From an optimization exercise on the open Yosys and OpenROAD flow, aimed at small area and few clock cycles; shortcuts taken in it are not production practice.
Function was checked by simulation only, so behaviour that the tests miss may differ from the original.
Power is estimated from default activity; no workload was simulated.

==> module image_window_alu, before the edit <==
module image_window_alu
#(
  parameter int DW = 8
) (
  input  logic [3:0]    op,
  input  logic          flip,    
  input  logic          ld,      
  input  logic [DW-1:0] rom,
  input  logic [DW-1:0] v00,
  input  logic [DW-1:0] v01,
  input  logic [DW-1:0] v10,
  input  logic [DW-1:0] v11,
  output logic [DW-1:0] n00,
  output logic [DW-1:0] n01,
  output logic [DW-1:0] n10,
  output logic [DW-1:0] n11
);
  function automatic logic gt(input logic [DW-1:0] a, input logic [DW-1:0] b);
    gt = 1'b0;
    for (int i = 0; i < DW; i++) gt = (a[i] & ~b[i]) | (~(a[i] ^ b[i]) & gt);
  endfunction
  logic [DW+1:0] sum_s, cs2_s;
  logic [DW-1:0] ss1_s;
  logic [DW:0]   cs1_s, ss2_s;
  logic [DW-1:0] avg_s, c0_s, c1_s, ext_s, red_s;
  logic          mn_s, cw_s, nbr_s, vd_s, vo_s;
  always_comb begin
    ss1_s  = v00 ^ v01 ^ v10;
    cs1_s  = {(v00 & v01) | (v00 & v10) | (v01 & v10), 1'b0};
    ss2_s  = {1'b0, ss1_s} ^ cs1_s ^ {1'b0, v11};
    cs2_s  = {({1'b0, ss1_s} & cs1_s) | ({1'b0, ss1_s} & {1'b0, v11}) | (cs1_s & {1'b0, v11}), 1'b0};
    sum_s = {1'b0, ss2_s} + cs2_s;
    avg_s = DW'(sum_s >> 2);
    mn_s  = (op == CMD_MIN);
    c0_s  = (gt(v00, v01) ^ mn_s) ? v00 : v01;
    c1_s  = (gt(v10, v11) ^ mn_s) ? v10 : v11;
    ext_s = (gt(c0_s, c1_s) ^ mn_s) ? c0_s : c1_s;
    red_s = ld ? rom : (op == CMD_AVG) ? avg_s : ext_s;
    cw_s  = (op == CMD_ROT_CW) ^ flip;
    nbr_s = !ld && (op == CMD_MIRROR_X || op == CMD_MIRROR_Y || op == CMD_ROT_CW || op == CMD_ROT_CCW);
    vd_s  = (op == CMD_MIRROR_X) || (op[3] && cw_s);
    vo_s  = (op == CMD_MIRROR_X) || (op[3] && !cw_s);
  end
  assign n00 = !nbr_s ? red_s : vd_s ? v10 : v01;
  assign n11 = !nbr_s ? red_s : vd_s ? v01 : v10;
  assign n01 = !nbr_s ? red_s : vo_s ? v11 : v00;
  assign n10 = !nbr_s ? red_s : vo_s ? v00 : v11;
endmodule
clock: 12.0 ns
lec_check: 0
abc_area: 1
cap_margin: 10
core_margin: 2
core_utilization: 65
gpl_timing_driven: 0
place_density: 0.8
slew_margin: 5
standard.sh (not shown) runs the stock make flow with config.mk's settings and CLKGATE_MAP_FILE= SYNTH_SCRIPT=/design/flow/synth_recipe.tcl, a recipe that flattens the netlist after the stock synthesis.
==> flow/flow/run.sh <==
#!/bin/bash
# Own layout flow: the standard ORFS flow (standard.sh) with three changes:
#  - synthesis maps with an area-oriented ABC script (flow/abc_area.script) and without
#    Yosys's full-adder extraction, so ABC sees the adders and comparators as plain logic;
#  - port buffers are the smallest buffer cell;
#  - the clock tree uses small clock buffers, sink clusters of up to 15 registers and no
#    dummy loads.
# Registers, their names and cell types are those of the standard synthesis (dfflibmap runs
# before ABC and is unchanged). Each step's output goes to its own log here.
set -euo pipefail
W=$(pwd)
S=$W/scripts_local
rm -rf "$S"
mkdir -p "$S"
cp -r "$FLOW_HOME/scripts/." "$S/"
cp "$W/flow/abc_area.script" "$S/abc_area.script"
VARS=(
  "SCRIPTS_DIR=$S"
  "ADDER_MAP_FILE="
  "BUFFER_PORTS_ARGS=-buffer_cell sky130_fd_sc_hd__buf_1"
  "CTS_ARGS=-sink_clustering_enable -repair_clock_nets -dont_use_dummy_load -buf_list sky130_fd_sc_hd__clkbuf_8 -sink_clustering_size 15 -sink_clustering_max_diameter 80 -root_buf sky130_fd_sc_hd__clkbuf_4 -tree_buf sky130_fd_sc_hd__clkbuf_4"
)
bash standard.sh "${VARS[@]}" synth > "$W/log_synth.txt" 2>&1
bash standard.sh "${VARS[@]}" floorplan > "$W/log_floorplan.txt" 2>&1
bash standard.sh "${VARS[@]}" place > "$W/log_place.txt" 2>&1
bash standard.sh "${VARS[@]}" cts > "$W/log_cts.txt" 2>&1
bash standard.sh "${VARS[@]}" finish > "$W/log_finish.txt" 2>&1
test -s "$W/out/final.def"
==> flow/flow/abc_area.script <==
strash
&get -n
&dch
&nf -R 1000
&put
Testbench counts at the start, summed over its fixed seeds: cycles 3,880.
Edit:
--- a/flow/design.v
+++ b/flow/design.v
@@ -60,16 +60,22 @@
     red_s = ld ? rom : (op == CMD_AVG) ? avg_s : ext_s;
     cw_s  = (op == CMD_ROT_CW) ^ flip;
     nbr_s = !ld && (op == CMD_MIRROR_X || op == CMD_MIRROR_Y || op == CMD_ROT_CW || op == CMD_ROT_CCW);
     vd_s  = (op == CMD_MIRROR_X) || (op[3] && cw_s);
     vo_s  = (op == CMD_MIRROR_X) || (op[3] && !cw_s);
   end
-  assign n00 = !nbr_s ? red_s : vd_s ? v10 : v01;
-  assign n11 = !nbr_s ? red_s : vd_s ? v01 : v10;
-  assign n01 = !nbr_s ? red_s : vo_s ? v11 : v00;
-  assign n10 = !nbr_s ? red_s : vo_s ? v00 : v11;
+  logic sr_s, sdv_s, sdh_s, sov_s, soh_s;
+  assign sr_s  = !nbr_s;
+  assign sdv_s = nbr_s && vd_s;
+  assign sdh_s = nbr_s && !vd_s;
+  assign sov_s = nbr_s && vo_s;
+  assign soh_s = nbr_s && !vo_s;
+  assign n00 = ({DW{sr_s}} & red_s) | ({DW{sdv_s}} & v10) | ({DW{sdh_s}} & v01);
+  assign n11 = ({DW{sr_s}} & red_s) | ({DW{sdv_s}} & v01) | ({DW{sdh_s}} & v10);
+  assign n01 = ({DW{sr_s}} & red_s) | ({DW{sov_s}} & v11) | ({DW{soh_s}} & v00);
+  assign n10 = ({DW{sr_s}} & red_s) | ({DW{sov_s}} & v00) | ({DW{soh_s}} & v11);
 endmodule
 import image_window_pkg::*;
 module image_window_ctrl
 #(
   parameter int IMG_W = 8,
   parameter int IMG_H = 8,
Setup slack improved by 0.24 ns.
Total power drops by 0.46%.
Synthesized area stays flat.
Design area came out lower by 0.91%.
Flip-flop and latch count does not change.
Combinational power decreases by 17%.
Routed wire length stays flat.
Fmax grows by 2.2%.
Synthesized cell count hardly moves.
Die area stays flat.
Clock power stays flat.
Via count barely changes.
Register-to-register slack improves by 0.24 ns.
Cell count shrinks by 1.1%.
Testbench counts after the change, summed over its fixed seeds: cycles 3,880.

re-timing with driven ports:
The results above use ideal ports. As a check the final layouts listed here were re-extracted and re-timed, cells and wires unchanged. Step 1, drivers: a clkbuf_16 drives clk and a buf_2 each remaining input, both assumed. Step 2 adds t to the input delays and takes it off the output delays; t is the mean of the earliest and latest rising clock arrival at the registers after step 1. Input paths then give back, and output paths get back, about the clock's delay inside the block. Slacks: ideal ports / drivers / drivers and shift; pairs: ideal ports / drivers.
run | t (ns) | setup slack, ns | slew at the worst register clock pin (ns)
the first run | 0.746 | 0.461 / 0.461 / 0.461 | 0.11 / 0.11
the second run | 0.764 | 0.705 / 0.705 / 0.705 | 0.10 / 0.10
After both steps every run listed still meets setup and hold.
